This design comes from an exercise in tuning for small area on the open sky130 flow, not from production work. Function was checked by simulation only, so behaviour that the tests miss may differ from the original. No driver is modelled on the clock port, so clocking that relies on it looks cheaper here than on a real chip. Power is estimated from default activity; no workload was simulated.

==> flow/design.v (excerpt) <==
module reg_unit #(
  parameter logic [31:0] SP_INIT = 32'h0000_0FFC,
  parameter bit          BYPASS  = 1'b0
) (
  input  wire        clk,
  input  wire        rst_n,
  input  wire        RUWr,
  input  wire  [4:0] rs1,
  input  wire  [4:0] rs2,
  input  wire  [4:0] rd,
  input  wire [31:0] DataWr,
  input  wire  [4:0] DbgAddr,
  output logic [31:0] RURs1,
  output logic [31:0] RURs2,
  output logic [31:0] DbgData
);
  logic [31:0] w_we;
  logic [31:0] w_nwe;
  logic        w_we1;     
  logic        w_nwe1;    
  logic [31:0] w_s1;
  logic [31:0] w_s2;
  logic [31:0] w_sd;
  logic [3:0]  w_lo1, w_lo2, w_lod, w_low;   
  logic [3:0]  w_md1, w_md2, w_mdd;          
  logic [1:0]  w_tp1, w_tp2, w_tpd;          
  logic [7:0]  w_hiw;                        
  logic [31:0] w_file [1:31];
  always_comb begin
    for (int j = 0; j < 4; j++) begin
      w_lo1[j] = (rs1[1:0] == 2'(j));
      w_lo2[j] = (rs2[1:0] == 2'(j));
      w_lod[j] = (DbgAddr[1:0] == 2'(j));
      w_low[j] = rst_n && RUWr && (rd[1:0] == 2'(j));
    end
    for (int j = 0; j < 4; j++) begin
      w_md1[j] = (rs1[3:2] == 2'(j));
      w_md2[j] = (rs2[3:2] == 2'(j));
      w_mdd[j] = (DbgAddr[3:2] == 2'(j));
    end
    for (int k = 0; k < 2; k++) begin
      w_tp1[k] = (rs1[4] == 1'(k));
      w_tp2[k] = (rs2[4] == 1'(k));
      w_tpd[k] = (DbgAddr[4] == 1'(k));
    end
    for (int k = 0; k < 8; k++) begin
      w_hiw[k] = (rd[4:2] == 3'(k));
    end
  end
  generate
    for (genvar gi = 1; gi < 32; gi++) begin : g_sel
      logic w_nd;    
      logic w_t;     
      reg_unit_nand2 u_nd (.a(w_low[gi % 4]), .b(w_hiw[gi / 4]), .y(w_nd));
      reg_unit_inv   u_we (.a(w_nd), .y(w_we[gi]));
      reg_unit_nand2 u_t  (.a(w_nd), .b(rst_n), .y(w_t));
      reg_unit_inv   u_nw (.a(w_t), .y(w_nwe[gi]));
      reg_unit_and3  u_s1 (.a(w_lo1[gi % 4]), .b(w_md1[(gi / 4) % 4]), .c(w_tp1[gi / 16]), .y(w_s1[gi]));
      reg_unit_and3  u_s2 (.a(w_lo2[gi % 4]), .b(w_md2[(gi / 4) % 4]), .c(w_tp2[gi / 16]), .y(w_s2[gi]));
      reg_unit_and3  u_sd (.a(w_lod[gi % 4]), .b(w_mdd[(gi / 4) % 4]), .c(w_tpd[gi / 16]), .y(w_sd[gi]));
      if (gi == 2) begin : g_x2
        assign w_we1 = w_t;
      end
    end
  endgenerate
  assign w_we[0]  = 1'b0;
  assign w_nwe[0] = 1'b0;
  ...
==> flow/config.mk <==
export PLATFORM = sky130hd
export DESIGN_NAME = reg_unit
export DESIGN_NICKNAME = reg_unit
export VERILOG_FILES = /design/flow/design.v
export SDC_FILE = /design/flow/constraint.sdc
export NUM_CORES = 8
export LEC_CHECK = 0
export CAP_MARGIN = 10
export CORE_MARGIN = 2
export CORE_UTILIZATION = 30
export SLEW_MARGIN = 10
export SYNTH_HIERARCHICAL = 1
==> flow/constraint.sdc <==
create_clock -name core_clock -period 9.0 [get_ports {clk}]
set_input_delay 1.8000 -clock core_clock [delete_from_list [all_inputs] [get_ports {clk}]]
set_output_delay 1.8000 -clock core_clock [all_outputs]
set_load 0.01 [all_outputs]
standard.sh (not shown) runs the stock make flow with config.mk's settings and CLKGATE_MAP_FILE= SYNTH_SCRIPT=/design/flow/synth_recipe.tcl, a recipe that flattens the netlist after the stock synthesis.
==> flow/flow/run.sh <==
#!/bin/bash
# Own layout flow: the standard synthesis, then ORFS from floorplan to
# finish with area-oriented settings:
#  - every combinational cell is sized to the smallest cell of its family
#    that can drive its net (flow/size.tcl), before floorplan on estimated
#    loads and again before the post-placement repair_design on placement
#    parasitics (this also sizes the port buffers);
#  - port buffers are buf_1 before that sizing;
#  - CTS with clkbuf_4 only, sink clusters of 14 within 80 um, no dummy
#    loads; then clock buffers whose sinks see over 105 ps slew are upsized
#    (flow/post_cts.tcl).
# Each step's full output goes to a log file in this folder; ORFS's own logs
# are under orfs/logs/.
set -euo pipefail
W=$PWD
bash standard.sh synth > "$W/log_synth.txt" 2>&1
bash standard.sh \
  PRE_FLOORPLAN_TCL="$W/flow/size.tcl" \
  PRE_RESIZE_TCL="$W/flow/size.tcl" \
  BUFFER_PORTS_ARGS="-buffer_cell sky130_fd_sc_hd__buf_1" \
  CTS_ARGS="-sink_clustering_enable -repair_clock_nets -dont_use_dummy_load -buf_list sky130_fd_sc_hd__clkbuf_4 -sink_clustering_size 14 -sink_clustering_max_diameter 80" \
  POST_CTS_TCL="$W/flow/post_cts.tcl" \
  "${RUN_TARGET:-finish}" > "$W/log_layout.txt" 2>&1
Other scripts of this flow, unchanged in this note and not shown: flow/flow/libinfo.py, flow/flow/post_cts.tcl, flow/flow/size.tcl
Edit:
Settings changed: CAP_MARGIN 10 to 20, GPL_TIMING_DRIVEN from default to 0, SLEW_MARGIN 10 to 20.
Outcome:
- The changed run completed with no timing, DRC or antenna violations
- non-clock buffer count came out lower by 30
- via count came out higher slightly
- combinational power hardly moves
- wire length came out lower slightly
- register-to-register slack hardly moves
- synthesized cell count does not change
- cell count came out lower slightly
- cell area stays flat
- die area stays the same

-- afterwards: timing with drivers on the ports --
No port has a modelled driver above. Below, the same layouts with a new extraction and two added sets of constraints.
Step 1, drivers: a clkbuf_16 drives clk and a buf_2 each remaining input, both assumed.
Step 2 also shifts input and output timing later by t, the mid clock arrival at the registers, as if the neighbouring blocks saw the same clock.
a / b / c = ideal ports / drivers / drivers and shift; a / b = the first two.
run | t (ns) | setup slack, ns | hold WS [ns] | worst register clock-pin slew, ns | worst slew at a driven data input, ns
the first run | 1.097 | 1.276 / 1.253 / 1.253 | 0.531 / 0.531 / 0.531 | 0.11 / 0.11 | 0.14
the second run | 1.107 | 1.513 / 1.402 / 1.402 | 0.531 / 0.531 / 0.531 | 0.11 / 0.11 | 0.10
After both steps setup and hold are still met in every run listed. The setup slack of the second run, which loses most, moves by -0.111 ns with the drivers and by -0.111 ns with both steps.
